Background: an optimization exercise with open tools, aiming at small area and a short achievable clock period. Do not read the settings as production practice. No functional check of the RTL was part of this run. Power figures rest on the tool's default switching activity, not on a simulated workload.

<file path="design/flow/design.v">
package axi_lite_pkg;
  localparam int REG_ADDR_W   = 7;                      
  localparam int DATA_W       = 32;                     
  localparam int STRB_W       = DATA_W / 8;             
  localparam int REG_CNT      = 32;                     
  localparam int REG_IDX_W    = $clog2(REG_CNT);        
  localparam int REG_RW_LAST  = 15;                     
  localparam int REG_RW_IDX_W = $clog2(REG_RW_LAST + 1);
  localparam int REG_CTRL     = 0;                      
  localparam int CTRL_OUT_EN  = 0;                      
  localparam int REG_PKT_LEN  = 1;                      
  localparam int REG_MIRROR_A     = 16;                 
  localparam int REG_MIRROR_B     = 17;                 
  localparam int REG_MIRROR_A_SRC = 2;
  localparam int REG_MIRROR_B_SRC = 3;
  localparam int REG_LEVEL        = 18;                 
  localparam int REG_SENT         = 19;                 
  localparam logic [1:0] RESP_OKAY   = 2'b00;
  localparam logic [1:0] RESP_SLVERR = 2'b10;           
endpackage
package axi_stream_pkg;
  localparam int BUF_DEPTH = 8;                         
  localparam int PTR_W     = $clog2(BUF_DEPTH);         
  localparam int LEVEL_W   = PTR_W + 1;                 
  typedef struct packed {
    logic [31:0]           data;                 
    logic [3:0]            strb;                 
    logic              last;                            
  } stream_beat_t;
endpackage
`timescale 1ns/10ps
import axi_lite_pkg::*;
import axi_stream_pkg::*;
module axi_lite_regs (
  input  logic                  aclk,
  input  logic                  rst_n,
  input  logic [REG_ADDR_W-1:0] s_axi_lite_awaddr,
  input  logic                  s_axi_lite_awvalid,
  output logic                  s_axi_lite_awready,
  input  logic [DATA_W-1:0]     s_axi_lite_wdata,
  input  logic [STRB_W-1:0]     s_axi_lite_wstrb,
  input  logic                  s_axi_lite_wvalid,
  output logic                  s_axi_lite_wready,
  output logic [1:0]            s_axi_lite_bresp,
  output logic                  s_axi_lite_bvalid,
  input  logic                  s_axi_lite_bready,
  input  logic [REG_ADDR_W-1:0] s_axi_lite_araddr,
  input  logic                  s_axi_lite_arvalid,
  output logic                  s_axi_lite_arready,
  output logic [DATA_W-1:0]     s_axi_lite_rdata,
  output logic [1:0]            s_axi_lite_rresp,
  output logic                  s_axi_lite_rvalid,
  input  logic                  s_axi_lite_rready,
  input  logic [LEVEL_W-1:0]    level,
  input  logic [DATA_W-1:0]     sent_count,
  output logic                  out_en_nx,         
  output logic [DATA_W-1:0]     pkt_len,           
  output logic [DATA_W-1:0]     pkt_len_wr,        
  output logic [STRB_W-1:0]     pkt_len_en,        
  output logic                  pkt_len_ok_nx      
);
  logic [DATA_W-1:0]    bank_q [0:REG_RW_LAST];
  logic [REG_RW_LAST:0] wrt_q;                      
  logic                 awready_q;
  logic                 bvalid_q;
  logic                 berr_q;
  logic                 arready_q;
  logic                 rvalid_q;
  logic                 rload_q;                    
  logic [DATA_W-1:0]    rdata_q;
  logic                 awready_nx;
  logic [REG_IDX_W-1:0] aw_idx;
  logic [REG_IDX_W-1:0] ar_idx;
  logic [REG_RW_LAST:0] wsel;                       
  localparam int RSEL_LEVEL = REG_RW_LAST + 1;      
  localparam int RSEL_SENT  = REG_RW_LAST + 2;
  logic [RSEL_SENT:0]   rsel_q;                     
  logic [DATA_W-1:0]    wfill;                      
  logic [DATA_W-1:0]    rd_word;
  assign aw_idx     = s_axi_lite_awaddr[REG_ADDR_W-1 -: REG_IDX_W];
  assign ar_idx     = s_axi_lite_araddr[REG_ADDR_W-1 -: REG_IDX_W];
  assign awready_nx = !awready_q && !bvalid_q && s_axi_lite_awvalid && s_axi_lite_wvalid;
  logic [STRB_W-1:0]    len_en;
  always_ff @(posedge aclk or negedge rst_n) begin
    if (!rst_n) begin
      wsel   <= '0;
      len_en <= '0;
    end else begin
      for (int w = 0; w <= REG_RW_LAST; w++) begin
        wsel[w] <= awready_nx && (aw_idx == REG_IDX_W'(w));
      end
      for (int b = 0; b < STRB_W; b++) begin
        len_en[b] <= awready_nx && (aw_idx == REG_IDX_W'(REG_PKT_LEN)) &&
                     (s_axi_lite_wstrb[b] || !wrt_q[REG_PKT_LEN]);
      end
    end
  end
  always_ff @(posedge aclk) begin
    if (awready_nx) begin
      berr_q <= aw_idx[REG_IDX_W-1];                
    end
    for (int w = 0; w <= REG_RW_LAST; w++) begin
      rsel_q[w] <= (ar_idx == REG_IDX_W'(w)) && (wrt_q[w] || wsel[w]);
    end
    rsel_q[REG_MIRROR_A_SRC] <= ((ar_idx == REG_IDX_W'(REG_MIRROR_A_SRC)) ||
                                 (ar_idx == REG_IDX_W'(REG_MIRROR_A))) &&
                                (wrt_q[REG_MIRROR_A_SRC] || wsel[REG_MIRROR_A_SRC]);
    rsel_q[REG_MIRROR_B_SRC] <= ((ar_idx == REG_IDX_W'(REG_MIRROR_B_SRC)) ||
                                 (ar_idx == REG_IDX_W'(REG_MIRROR_B))) &&
                                (wrt_q[REG_MIRROR_B_SRC] || wsel[REG_MIRROR_B_SRC]);
    rsel_q[RSEL_LEVEL]       <= (ar_idx == REG_IDX_W'(REG_LEVEL));
    rsel_q[RSEL_SENT]        <= (ar_idx == REG_IDX_W'(REG_SENT));
  end
  assign s_axi_lite_awready = awready_q;
  assign s_axi_lite_wready  = awready_q;
  assign s_axi_lite_bvalid  = bvalid_q;
  assign s_axi_lite_bresp   = {berr_q, 1'b0};
  assign s_axi_lite_arready = arready_q;
  assign s_axi_lite_rvalid  = rvalid_q;
  assign s_axi_lite_rdata   = rdata_q;
  assign s_axi_lite_rresp   = RESP_OKAY;
  always_comb begin
    for (int b = 0; b < STRB_W; b++) begin
      wfill[8*b +: 8] = s_axi_lite_wstrb[b] ? s_axi_lite_wdata[8*b +: 8] : 8'h00;
    end
  end
  always_ff @(posedge aclk or negedge rst_n) begin
    if (!rst_n) begin
      awready_q <= 1'b0;
      bvalid_q  <= 1'b0;
      arready_q <= 1'b0;
      rvalid_q  <= 1'b0;
      rload_q   <= 1'b1;
    end else begin
      awready_q <= awready_nx;
      bvalid_q  <= awready_q || (bvalid_q && !s_axi_lite_bready);
      arready_q <= !arready_q && !rvalid_q && s_axi_lite_arvalid;
      rvalid_q  <= arready_q || (rvalid_q && !s_axi_lite_rready);
      rload_q   <= !(arready_q || (rvalid_q && !s_axi_lite_rready));
    end
  end
  always_ff @(posedge aclk) begin
    if (rload_q) begin                              
      rdata_q <= rd_word;
    end
  end
  logic [DATA_W-1:0]    bank_nx [0:REG_RW_LAST];
  always_comb begin
    for (int w = 0; w <= REG_RW_LAST; w++) begin
      bank_nx[w] = bank_q[w];
      for (int b = 0; b < STRB_W; b++) begin
        if (w == REG_PKT_LEN ? len_en[b] : (wsel[w] && (s_axi_lite_wstrb[b] || !wrt_q[w]))) begin
          bank_nx[w][8*b +: 8] = wfill[8*b +: 8];
        end
      end
    end
  end
  always_ff @(posedge aclk or negedge rst_n) begin
    if (!rst_n) begin
      wrt_q <= '0;
    end else begin
      wrt_q <= wrt_q | wsel;
    end
  end
  always_ff @(posedge aclk) begin
    for (int w = 0; w <= REG_RW_LAST; w++) begin
      bank_q[w] <= bank_nx[w];
    end
  end
  assign out_en_nx  = (wrt_q[REG_CTRL] || wsel[REG_CTRL]) && bank_nx[REG_CTRL][CTRL_OUT_EN];
  assign pkt_len    = bank_q[REG_PKT_LEN];
  assign pkt_len_wr = wfill;
  assign pkt_len_en = len_en;
  assign pkt_len_ok_nx = wrt_q[REG_PKT_LEN] || wsel[REG_PKT_LEN];
  always_comb begin
    rd_word = '0;
    for (int w = 0; w <= REG_RW_LAST; w++) begin
      if (rsel_q[w]) rd_word = rd_word | bank_q[w];
    end
    if (rsel_q[RSEL_LEVEL]) rd_word = rd_word | DATA_W'(level);
    if (rsel_q[RSEL_SENT])  rd_word = rd_word | sent_count;
  end
endmodule
`timescale 1ns/10ps
import axi_lite_pkg::*;
import axi_stream_pkg::*;
module axi_stream_buf (
  input  logic               aclk,
  input  logic               rst_n,
  input  logic [DATA_W-1:0]  s_axi_stream_tdata,
  input  logic [STRB_W-1:0]  s_axi_stream_tstrb,
  input  logic               s_axi_stream_tlast,
  input  logic               s_axi_stream_tvalid,
  output logic               s_axi_stream_tready,
  input  logic               pop,                  
  output logic [36:0]        head,                 
  output logic               head_last_nx,         
  output logic               nempty_nx,            
  output logic [LEVEL_W-1:0] level
);
  localparam int TAIL = BUF_DEPTH - 1;
  logic [36:0]        tail_q [0:TAIL-1];
  logic [TAIL-1:0]    wr_oh_q;
  logic [TAIL-1:0]    rd_oh_q;
  logic [TAIL-1:0]    wr_oh_nx;
  logic [TAIL-1:0]    tail_we_q;                    
  logic [LEVEL_W-1:0] level_q;
  logic               nfull_q;                    
  logic               full_q;
  logic [36:0]        head_q;
  logic [36:0]        head_nx;
  logic [36:0]        din;
  logic [36:0]        tail_rd;
  logic               push;
  logic               lvl0;
  logic               lvl1;
  logic [LEVEL_W-1:0] level_nx;
  assign din  = {s_axi_stream_tdata, s_axi_stream_tstrb, s_axi_stream_tlast};
  assign lvl0 = (level_q == LEVEL_W'(0));
  assign lvl1 = (level_q == LEVEL_W'(1));
  assign push = s_axi_stream_tvalid && !full_q;
  assign s_axi_stream_tready = nfull_q;
  assign level               = level_q;
  assign head                = head_q;
  assign head_last_nx        = head_nx[0];
  always_comb begin
    tail_rd = '0;
    for (int i = 0; i < TAIL; i++) begin
      tail_rd = tail_rd | ({37{rd_oh_q[i]}} & tail_q[i]);
    end
  end
  always_comb begin
    head_nx = head_q;
    if (lvl0 || pop) begin
      head_nx = (lvl0 || lvl1) ? din : tail_rd;
    end
  end
  always_comb begin
    level_nx = level_q;
    case ({push, pop})
      2'b10:   level_nx = level_q + 1'b1;
      2'b01:   level_nx = level_q - 1'b1;
      default: level_nx = level_q;
    endcase
  end
  assign nempty_nx = (level_nx != '0);
  assign wr_oh_nx = (push && !(lvl0 || (lvl1 && pop))) ? {wr_oh_q[TAIL-2:0], wr_oh_q[TAIL-1]}
                                                       : wr_oh_q;
  always_ff @(posedge aclk) begin
    head_q <= head_nx;
    for (int i = 0; i < TAIL; i++) begin
      if (tail_we_q[i]) tail_q[i] <= din;
    end
  end
  always_ff @(posedge aclk or negedge rst_n) begin
    if (!rst_n) begin
      wr_oh_q <= TAIL'(1);
      tail_we_q <= TAIL'(1);
      rd_oh_q <= TAIL'(1);
      level_q <= '0;
      nfull_q <= 1'b1;
      full_q  <= 1'b0;
    end else begin
      wr_oh_q   <= wr_oh_nx;
      tail_we_q <= (level_nx == LEVEL_W'(BUF_DEPTH)) ? '0 : wr_oh_nx;
      if (pop && !(lvl0 || lvl1)) begin
        rd_oh_q <= {rd_oh_q[TAIL-2:0], rd_oh_q[TAIL-1]};
      end
      level_q <= level_nx;
      nfull_q <= (level_nx != LEVEL_W'(BUF_DEPTH));
      full_q  <= (level_nx == LEVEL_W'(BUF_DEPTH));
    end
  end
endmodule
`timescale 1ns/10ps
import axi_lite_pkg::*;
import axi_stream_pkg::*;
module axi_stream_out (
  input  logic               aclk,
  input  logic               rst_n,
  input  logic [36:0]        head,
  input  logic               head_last_nx,
  input  logic               nempty_nx,
  output logic               pop,
  input  logic               out_en_nx,
  input  logic [DATA_W-1:0]  pkt_len,
  input  logic [DATA_W-1:0]  pkt_len_wr,
  input  logic [STRB_W-1:0]  pkt_len_en,
  input  logic               pkt_len_ok_nx,
  output logic [DATA_W-1:0]  sent_count,
  output logic [DATA_W-1:0]  m_axi_stream_tdata,
  output logic [STRB_W-1:0]  m_axi_stream_tstrb,
  output logic               m_axi_stream_tlast,
  output logic               m_axi_stream_tvalid,
  input  logic               m_axi_stream_tready
);
  logic [DATA_W-1:0] cnt1x_q;                       
  logic [DATA_W-1:0] cnt1_q;                        
  logic [DATA_W-1:0] sent_q;
  logic              tvalid_q;
  logic              tlast_q;                       
  logic              ntlast_q;                      
  logic              hs;
  logic [DATA_W-1:0] cnt1_nx;
  logic              pkt_end_nx;
  assign hs     = tvalid_q && m_axi_stream_tready;
  assign cnt1_q = cnt1x_q ^ DATA_W'(1);
  assign pop = hs;
  assign m_axi_stream_tdata  = head[36:5];
  assign m_axi_stream_tstrb  = head[4:1];
  assign m_axi_stream_tlast  = tlast_q;
  assign m_axi_stream_tvalid = tvalid_q;
  assign sent_count          = sent_q;
  assign cnt1_nx = hs ? (!ntlast_q ? DATA_W'(1) : cnt1_q + 1'b1) : cnt1_q;
  logic [DATA_W-1:0] d_old, d_new;
  logic [STRB_W-1:0] hold_l [2];                    
  logic [STRB_W-1:0] inc_l  [2];                    
  logic [STRB_W-1:0] zero_l [2];                    
  logic              zhi0   [2];                    
  logic [STRB_W-1:0] hold_m, inc_m, zero_m;
  logic              zhi0_m, l0_m;
  logic              eq_hold, eq_inc, eq_one, len_nz;
  logic [STRB_W-1:1] inc_edge;                      
  assign d_old = cnt1_q ^ pkt_len;
  assign d_new = cnt1_q ^ pkt_len_wr;
  always_comb begin
    for (int s = 0; s < 2; s++) begin
      for (int b = 0; b < STRB_W; b++) begin
        hold_l[s][b] = 1'b1;
        inc_l[s][b]  = 1'b1;
        zero_l[s][b] = 1'b1;
        for (int i = 8*b; i < 8*b + 8; i++) begin
          hold_l[s][b] = hold_l[s][b] && !(s ? d_new[i] : d_old[i]);
          zero_l[s][b] = zero_l[s][b] && !(s ? pkt_len_wr[i] : pkt_len[i]);
          if (i == 0) begin
            inc_l[s][b] = inc_l[s][b] && (s ? d_new[0] : d_old[0]);
          end else if (i != 8*b) begin
            inc_l[s][b] = inc_l[s][b] &&
                          ((s ? d_new[i] : d_old[i]) == ((s ? d_new[i-1] : d_old[i-1]) && cnt1_q[i-1]));
          end
        end
      end
      zhi0[s] = 1'b1;
      for (int i = 1; i < 8; i++) begin
        zhi0[s] = zhi0[s] && !(s ? pkt_len_wr[i] : pkt_len[i]);
      end
    end
  end
  always_comb begin
    for (int b = 0; b < STRB_W; b++) begin
      hold_m[b] = pkt_len_en[b] ? hold_l[1][b] : hold_l[0][b];
      inc_m[b]  = pkt_len_en[b] ? inc_l[1][b]  : inc_l[0][b];
      zero_m[b] = pkt_len_en[b] ? zero_l[1][b] : zero_l[0][b];
    end
    zhi0_m = pkt_len_en[0] ? zhi0[1] : zhi0[0];
    l0_m   = pkt_len_en[0] ? pkt_len_wr[0] : pkt_len[0];
    for (int b = 1; b < STRB_W; b++) begin
      inc_edge[b] = (pkt_len_en[b] ? d_new[8*b] : d_old[8*b]) ==
                    ((pkt_len_en[b-1] ? d_new[8*b-1] : d_old[8*b-1]) && cnt1_q[8*b-1]);
    end
  end
  assign eq_hold    = &hold_m;
  assign eq_inc     = (&inc_m) && (&inc_edge);
  assign eq_one     = zhi0_m && l0_m && (&zero_m[STRB_W-1:1]);
  assign len_nz     = !(&zero_m);
  assign pkt_end_nx = pkt_len_ok_nx && len_nz && (hs ? (!ntlast_q ? eq_one : eq_inc) : eq_hold);
  always_ff @(posedge aclk or negedge rst_n) begin
    if (!rst_n) begin
      cnt1x_q   <= '0;
      sent_q    <= '0;
      tvalid_q  <= 1'b0;
    end else begin
      tvalid_q  <= (out_en_nx || (tvalid_q && !m_axi_stream_tready)) && nempty_nx;
      cnt1x_q   <= cnt1_nx ^ DATA_W'(1);
      if (hs) sent_q <= sent_q + 1'b1;
    end
  end
  always_ff @(posedge aclk) begin
    tlast_q  <= head_last_nx || pkt_end_nx;
    ntlast_q <= !(head_last_nx || pkt_end_nx);
  end
endmodule
`timescale 1ns/10ps
import axi_lite_pkg::*;
import axi_stream_pkg::*;
module axi_top (
  input  logic                  aclk,
  input  logic                  rst_n,
  input  logic [REG_ADDR_W-1:0] s_axi_lite_awaddr,
  input  logic                  s_axi_lite_awvalid,
  output logic                  s_axi_lite_awready,
  input  logic [DATA_W-1:0]     s_axi_lite_wdata,
  input  logic [STRB_W-1:0]     s_axi_lite_wstrb,
  input  logic                  s_axi_lite_wvalid,
  output logic                  s_axi_lite_wready,
  output logic [1:0]            s_axi_lite_bresp,
  output logic                  s_axi_lite_bvalid,
  input  logic                  s_axi_lite_bready,
  input  logic [REG_ADDR_W-1:0] s_axi_lite_araddr,
  input  logic                  s_axi_lite_arvalid,
  output logic                  s_axi_lite_arready,
  output logic [DATA_W-1:0]     s_axi_lite_rdata,
  output logic [1:0]            s_axi_lite_rresp,
  output logic                  s_axi_lite_rvalid,
  input  logic                  s_axi_lite_rready,
  input  logic [DATA_W-1:0]     s_axi_stream_tdata,
  input  logic [STRB_W-1:0]     s_axi_stream_tstrb,
  input  logic                  s_axi_stream_tlast,
  input  logic                  s_axi_stream_tvalid,
  output logic                  s_axi_stream_tready,
  output logic [DATA_W-1:0]     m_axi_stream_tdata,
  output logic [STRB_W-1:0]     m_axi_stream_tstrb,
  output logic                  m_axi_stream_tlast,
  output logic                  m_axi_stream_tvalid,
  input  logic                  m_axi_stream_tready
);
  logic [36:0]        head;                         
  logic               head_last_nx;
  logic               nempty_nx;
  logic [LEVEL_W-1:0] level;
  logic               pop;
  logic               pkt_len_ok_nx;
  logic               out_en_nx;
  logic [DATA_W-1:0]  pkt_len;
  logic [DATA_W-1:0]  pkt_len_wr;
  logic [STRB_W-1:0]  pkt_len_en;
  logic [DATA_W-1:0]  sent_count;
  axi_lite_regs regs_inst (
    .aclk               (aclk),
    .rst_n              (rst_n),
    .s_axi_lite_awaddr  (s_axi_lite_awaddr),
    .s_axi_lite_awvalid (s_axi_lite_awvalid),
    .s_axi_lite_awready (s_axi_lite_awready),
    .s_axi_lite_wdata   (s_axi_lite_wdata),
    .s_axi_lite_wstrb   (s_axi_lite_wstrb),
    .s_axi_lite_wvalid  (s_axi_lite_wvalid),
    .s_axi_lite_wready  (s_axi_lite_wready),
    .s_axi_lite_bresp   (s_axi_lite_bresp),
    .s_axi_lite_bvalid  (s_axi_lite_bvalid),
    .s_axi_lite_bready  (s_axi_lite_bready),
    .s_axi_lite_araddr  (s_axi_lite_araddr),
    .s_axi_lite_arvalid (s_axi_lite_arvalid),
    .s_axi_lite_arready (s_axi_lite_arready),
    .s_axi_lite_rdata   (s_axi_lite_rdata),
    .s_axi_lite_rresp   (s_axi_lite_rresp),
    .s_axi_lite_rvalid  (s_axi_lite_rvalid),
    .s_axi_lite_rready  (s_axi_lite_rready),
    .level              (level),
    .sent_count         (sent_count),
    .out_en_nx          (out_en_nx),
    .pkt_len            (pkt_len),
    .pkt_len_wr         (pkt_len_wr),
    .pkt_len_en         (pkt_len_en),
    .pkt_len_ok_nx      (pkt_len_ok_nx)
  );
  axi_stream_buf buf_inst (
    .aclk                (aclk),
    .rst_n               (rst_n),
    .s_axi_stream_tdata  (s_axi_stream_tdata),
    .s_axi_stream_tstrb  (s_axi_stream_tstrb),
    .s_axi_stream_tlast  (s_axi_stream_tlast),
    .s_axi_stream_tvalid (s_axi_stream_tvalid),
    .s_axi_stream_tready (s_axi_stream_tready),
    .pop                 (pop),
    .head                (head),
    .head_last_nx        (head_last_nx),
    .nempty_nx           (nempty_nx),
    .level               (level)
  );
  axi_stream_out out_inst (
    .aclk                (aclk),
    .rst_n               (rst_n),
    .head                (head),
    .head_last_nx        (head_last_nx),
    .nempty_nx           (nempty_nx),
    .pop                 (pop),
    .out_en_nx           (out_en_nx),
    .pkt_len             (pkt_len),
    .pkt_len_wr          (pkt_len_wr),
    .pkt_len_en          (pkt_len_en),
    .pkt_len_ok_nx       (pkt_len_ok_nx),
    .sent_count          (sent_count),
    .m_axi_stream_tdata  (m_axi_stream_tdata),
    .m_axi_stream_tstrb  (m_axi_stream_tstrb),
    .m_axi_stream_tlast  (m_axi_stream_tlast),
    .m_axi_stream_tvalid (m_axi_stream_tvalid),
    .m_axi_stream_tready (m_axi_stream_tready)
  );
endmodule
</file>
<file path="design/flow/flow/run.sh">
#!/bin/bash
# Standard layout, with the port buffers made from plain buffers
export BUFFER_PORTS_ARGS="-buffer_cell sky130_fd_sc_hd__buf_2"
bash standard.sh > standard_run.log 2>&1
</file>
<file path="design/flow/constraint.sdc">
create_clock -name core_clock -period 4.2 [get_ports {aclk}]
set_input_delay 0.8400 -clock core_clock [delete_from_list [all_inputs] [get_ports {aclk}]]
set_output_delay 0.8400 -clock core_clock [all_outputs]
set_load 0.01 [all_outputs]
</file>
<file path="design/flow/config.mk">
export PLATFORM = sky130hd
export DESIGN_NAME = axi_top
export DESIGN_NICKNAME = axi_top
export VERILOG_FILES = /design/flow/design.v
export SDC_FILE = /design/flow/constraint.sdc
export NUM_CORES = 4
export LEC_CHECK = 0
export CAP_MARGIN = 20
export CORE_MARGIN = 2
export CORE_UTILIZATION = 65
export CTS_CLUSTER_DIAMETER = 100
export CTS_CLUSTER_SIZE = 20
export SETUP_SLACK_MARGIN = 2.1
export SLEW_MARGIN = 20
export TNS_END_PERCENT = 10
</file>
<file path="design/flow/standard.sh">
#!/bin/bash
# synth_recipe.tcl (not shown) runs the flow's synth.tcl, then flattens the netlist and writes it again
# the make line also repeats each setting of config.mk as NAME=value (left out here)
make -C /OpenROAD-flow-scripts/flow DESIGN_CONFIG=/design/flow/config.mk WORK_HOME=/design/flow/orfs CLKGATE_MAP_FILE= SYNTH_SCRIPT=/design/flow/synth_recipe.tcl "${@:-finish}"
</file>
==> summary.txt <==
- The number of top-level pins is 176.
- The sum of negative setup slack is 0 ns.
- The largest single stage delay on the critical path is 0.51 ns.
- The number of clock buffers added by TritonCTS is 55.
- The category of cells accounting for the largest share of critical-path delay is simple AND/OR/NAND/NOR gates.
- The clock passes through at most 3 buffers.
- The setup-violating endpoint count in the final report is 0.
- For this run, the number of Yosys warnings is 10.
- Relative to the synthesized area, the layout overhead comes to 11.72%.
- The core box area is 0.05913 mm2.
- The number of H-tree levels is 2.
- The final hold violation count is 0.
- The synthesized area per cell is 15.64 um2.
- The data required time of the critical path is 4.73 ns.
- Routability-driven placement finished with a final weighted congestion of 0.9169.
- In this run the clock root is driven by a sky130_fd_sc_hd__clkbuf_16.
- The count of nets left with antenna violations once routing finished came out at 0.
- VDD sags by at most 0.3553 mV.
- The number of placement rows is 89.
- The pin count of the biggest net entering global routing is 79.
- The transition at the pin with the smallest max-transition slack is 1.135 ns.
- The share of the clock period used by the worst path is 53.81%.
- On the critical path, the stage with the largest delay is an instance of sky130_fd_sc_hd__or4_4.
- The flow ran to the end and the layout has no timing, DRC or antenna violations.
- The via count of the first global-routing pass is 23380.
- The clock period could shrink to 2.260 ns.
- For this run, the top clock speed supported by timing is 0.4425 GHz.
- The summed instance area of the synthesized netlist is 0.03894 mm2.
- The tightest slew margin relative to the limit is 24.36%.
- The sequential cell area fraction in the yosys report is 74.38%.
- Clock-pin slew was measured on the worst setup and hold paths at 0.10 ns.
- The leakage power is 0.01553 uW.
- The wire length per cell is 28.72 um.
- The worst path setup slack after routing is 1.940 ns.
- The path class of the tightest hold or removal check is in2async.
- The overall die area is 0.06189 mm2.
- The post-route netlist has 19.30% of its cells at a drive strength greater than 1.
- The share of async-settable or async-resettable flops after synthesis is 13.38%.
- The mean number of vias per cell is 6.677.
- For the worst setup path, the data arrival time is 2.79 ns.
- The wire length of the first global-routing pass is 148800 um.
- The kind of start point of the critical path is a flip-flop.
- Summed over all layers, the global routing overflow is 0.
- The sort of element at the end of the critical path is a flip-flop.
- The number of synthesized register bits is 994.
- In this run, synthesis inferred 839 flip-flops with an integrated enable.
- The final count of pins violating max slew is 0.
- The max capacitance violation total is 0.
- The count of nets after finishing is 2858.
- The final layout contains routed wiring with a total length of 101200 um.
- The later-pin clock latency in the skew report is 0.66 ns.
- Power spread over the standard cell area amounts to 424.4 mW/mm2.
- In the routed design, unresolved DRC markers number 0.
- In this run the vertical extent of the chip is 248.8 um.
- On the final layout, the worst clock skew is 0.02377 ns.
- Synthesis produced a netlist whose cell count is 2490.
- TritonCTS built the clock tree.
- Setup repair after global routing could not meet its margin everywhere.
- The worst setup path category is reg2reg.
- The total number of vias is 23540.
- The first-pass iteration count of the detailed router is 6.
- The effective utilization at floorplan is 65.86%.
- The largest driver fanout on the critical path is 2.
- The half-perimeter wire length after detailed placement is 62860 um.
- The total buffers and inverters traversed by the critical path is 0.
- The number of library cell types mapped by synthesis is 69.
- The clock net in this run drives a total of 994 sinks.
- The post-placement setup slack is 0.8492 ns.
- The floorplan step set the die width to 248.8 um.
- The number of I/O port buffers is 168.
- The total global routing track utilization is 32.69%.
- The number of fill cells is 3693.
- The first-iteration detailed-routing DRC count is 2794.
- The number of antenna violations at the first check in global routing is 8.
- Traced cell by cell, the critical path runs through ha_4 > xnor2_2 > or4_4 > a211oi_2 > a311oi_1 > nor4_2 > o22ai_1.
- The most used flip-flop cell after synthesis is sky130_fd_sc_hd__edfxtp_1.
-- power breakdown --
group | switching [uW] | leakage [uW] | internal (uW)
combinational | 1020 | 0.00513 | 513
clock | 3020 | 0.000758 | 2510
sequential | 247 | 0.00964 | 11200
total | 4290 | 0.0155 | 14200
-- final cells by class --
type	count	area [um2]	area share, %
antenna	6	15.01	0.03451
clock buffer	100	1545	3.551
clock inverter	4	63.81	0.1467
inverter	92	361.6	0.8311
multi-input combinational	1254	9595	22.05
sequential	994	29010	66.67
tap	773	967.2	2.223
timing repair buffer	302	1953	4.489
-- cells in the final DEF, fill, tap and decap left out, types with 11 or more instances in the layout --
master                      count
sky130_fd_sc_hd__xor2_1        65
sky130_fd_sc_hd__xnor2_1       50
sky130_fd_sc_hd__nand2_2       13
sky130_fd_sc_hd__dfrtp_2       24
sky130_fd_sc_hd__clkbuf_16     55
sky130_fd_sc_hd__buf_2        164
sky130_fd_sc_hd__a221oi_1      64
sky130_fd_sc_hd__nor3_1        18
sky130_fd_sc_hd__nand3_1       62
sky130_fd_sc_hd__a21oi_1       11
sky130_fd_sc_hd__inv_1         86
sky130_fd_sc_hd__ha_1          36
sky130_fd_sc_hd__a22oi_1      190
sky130_fd_sc_hd__nand4_1       57
sky130_fd_sc_hd__and3_1        21
sky130_fd_sc_hd__nor3b_1       11
sky130_fd_sc_hd__nor2_1       125
sky130_fd_sc_hd__a31oi_1       38
sky130_fd_sc_hd__a222oi_1      65
sky130_fd_sc_hd__edfxtp_1     839
sky130_fd_sc_hd__a22o_1        56
sky130_fd_sc_hd__dfrtp_1      104
sky130_fd_sc_hd__buf_4        123
sky130_fd_sc_hd__a21boi_0      53
sky130_fd_sc_hd__or2_2         17
sky130_fd_sc_hd__ha_4          25
sky130_fd_sc_hd__clkbuf_1      45
sky130_fd_sc_hd__dfxtp_1       14
sky130_fd_sc_hd__nand2_1       92
sky130_fd_sc_hd__nor4_1        17
-- state kept, by name, summed over array words and instances, names as in the netlist, 4 cells and up, named ones only --
name and flops:
regs_inst.wsel 16, buf_inst.tail_q 259, out_inst.cnt1x_q 31, regs_inst.bank_q 512
regs_inst.len_en 4, buf_inst.rd_oh_q 7, buf_inst.level_q 4, regs_inst.rdata_q 32
buf_inst.head_q 37, out_inst.sent_q 32, regs_inst.wrt_q 16, buf_inst.wr_oh_q 7
regs_inst.rsel_q 18, buf_inst.tail_we_q 7
-- Yosys cell counts (5+ instances only) --
cell / instances / area share [%]
sky130_fd_sc_hd__mux2_2: 8 / 0.23
sky130_fd_sc_hd__buf_4: 42 / 0.81
sky130_fd_sc_hd__a21boi_0: 59 / 1.1
sky130_fd_sc_hd__inv_1: 91 / 0.88
sky130_fd_sc_hd__nand4b_1: 5 / 0.11
sky130_fd_sc_hd__nor2_1: 129 / 1.2
sky130_fd_sc_hd__nand2_1: 110 / 1.1
sky130_fd_sc_hd__nor3_1: 22 / 0.28
sky130_fd_sc_hd__a222oi_1: 65 / 1.7
sky130_fd_sc_hd__a21oi_1: 16 / 0.21
sky130_fd_sc_hd__clkbuf_1: 98 / 0.94
sky130_fd_sc_hd__nand2b_1: 8 / 0.13
sky130_fd_sc_hd__mux2i_1: 11 / 0.28
sky130_fd_sc_hd__and2_1: 6 / 0.096
sky130_fd_sc_hd__nand4_1: 57 / 0.92
sky130_fd_sc_hd__dfstp_2: 5 / 0.34
sky130_fd_sc_hd__buf_1: 11 / 0.11
sky130_fd_sc_hd__a22o_1: 56 / 1.3
sky130_fd_sc_hd__dfrtp_1: 128 / 8.2
sky130_fd_sc_hd__a31oi_1: 38 / 0.61
sky130_fd_sc_hd__dfxtp_1: 22 / 1.1
sky130_fd_sc_hd__nand3_1: 64 / 0.82
sky130_fd_sc_hd__or2_2: 17 / 0.27
sky130_fd_sc_hd__xor2_1: 66 / 1.5
sky130_fd_sc_hd__a21o_1: 6 / 0.12
sky130_fd_sc_hd__nor4_1: 20 / 0.32
sky130_fd_sc_hd__o21ai_0: 13 / 0.17
sky130_fd_sc_hd__or3_1: 7 / 0.11
sky130_fd_sc_hd__nor3b_1: 11 / 0.21
sky130_fd_sc_hd__a211oi_1: 6 / 0.12
sky130_fd_sc_hd__ha_1: 63 / 2.0
sky130_fd_sc_hd__nor2b_1: 9 / 0.14
sky130_fd_sc_hd__edfxtp_1: 839 / 65
sky130_fd_sc_hd__a221oi_1: 64 / 1.4
sky130_fd_sc_hd__a22oi_1: 191 / 3.7
sky130_fd_sc_hd__xnor2_1: 51 / 1.1
sky130_fd_sc_hd__nand3b_1: 5 / 0.096
sky130_fd_sc_hd__and3_1: 21 / 0.34
-- final timing paths --
check	from	end	cells after the start	slack [ns]
setup / recovery	out_inst.cnt1x_q[11]$_DFFE_PN0P_	out_inst.ntlast_q$_DFF_P_	7	1.94
hold / removal	rst_n	out_inst.cnt1x_q[27]$_DFFE_PN0P_	1	0.21
setup reg to reg	out_inst.cnt1x_q[11]$_DFFE_PN0P_	out_inst.ntlast_q$_DFF_P_	7	1.94
hold reg to reg	regs_inst.arready_q$_DFF_PN0_	regs_inst.arready_q$_DFF_PN0_	1	0.47
max in group asynchronous	rst_n	regs_inst.rload_q$_DFF_PN1_	2	3.06
min in group core_clock	s_axi_lite_awaddr[6]	regs_inst.berr_q$_DFFE_PP_	1	0.37
-- kinds of logic after synthesis --
family                     after synthesis  share of synthesized area (%)
buffers and inverters                  245                          2.773
adders and majority gates               63                          2.024
xor gates and xnor gates               117                          2.631
DFF                                    994                          74.38
and+or+nand+nor                        515                          6.801
AOI/OAI and AO/OA                      536                          10.86
other                                    1                       0.009629
muxes                                   19                         0.5141
-- metal layers --
metal / up-vias / wire [um] / GRT usage, % / part of all wire (%)
li1: 10190 / - / - / -
met1: 11880 / 37320 / 42.57 / 37
met2: 1213 / 50340 / 55.65 / 50
met3: 254 / 8750 / 4.869 / 8.6
met4: 8 / 4775 / 13.78 / 4.7
met5: - / 40 / 0 / 0.040
-- metrics by stage --
step                util, %  hold slack [ns]  total power, uW  instance area, um2  cells
finish                73.58           0.2113            18460               43510   3525
global route          73.56           0.2725            19020               43500   3520
CTS                   73.08           0.2390            18510               43210   3506
detailed placement    69.52           0.4521            13070               41110   3368
global placement      69.51           0.4345            13030               41100   3368
floorplan                 -           0.4275            12540               39410   2492
-- repair_timing --
item                                    4_1_cts  5_1_grt
hold buffers                                  0        0
endpoints found under the setup margin      101      144
setup buffers                                33       13
cloned                                        1        0
pin swaps                                    22       23
resized for setup                            52       41

==> re-timing with driven ports <==
In the flow no input, the clock included, has a driving cell. The finished layout below was timed again as built, in two steps. Step 1, drivers: a clkbuf_16 drives aclk and a buf_2 each remaining input, both assumed. Step 2 moves the port delays by t, midway between the first and last clock arrival at a register: inputs arrive t later, outputs are due t later. That takes back most of the time a late clock gives input paths. Three values: ideal, step 1, step 2; two values: the first two.
t, ns: 0.707
slack for setup (ns): 1.940 / 1.893 / 1.324
hold WS [ns]: 0.211 / 0.190 / 0.467
clock arrival spread, ns: 0.028 / 0.028
After both steps setup and hold are still met in this run. For this run, drivers alone change the setup slack by -0.047 ns; drivers and shift together by -0.616 ns.
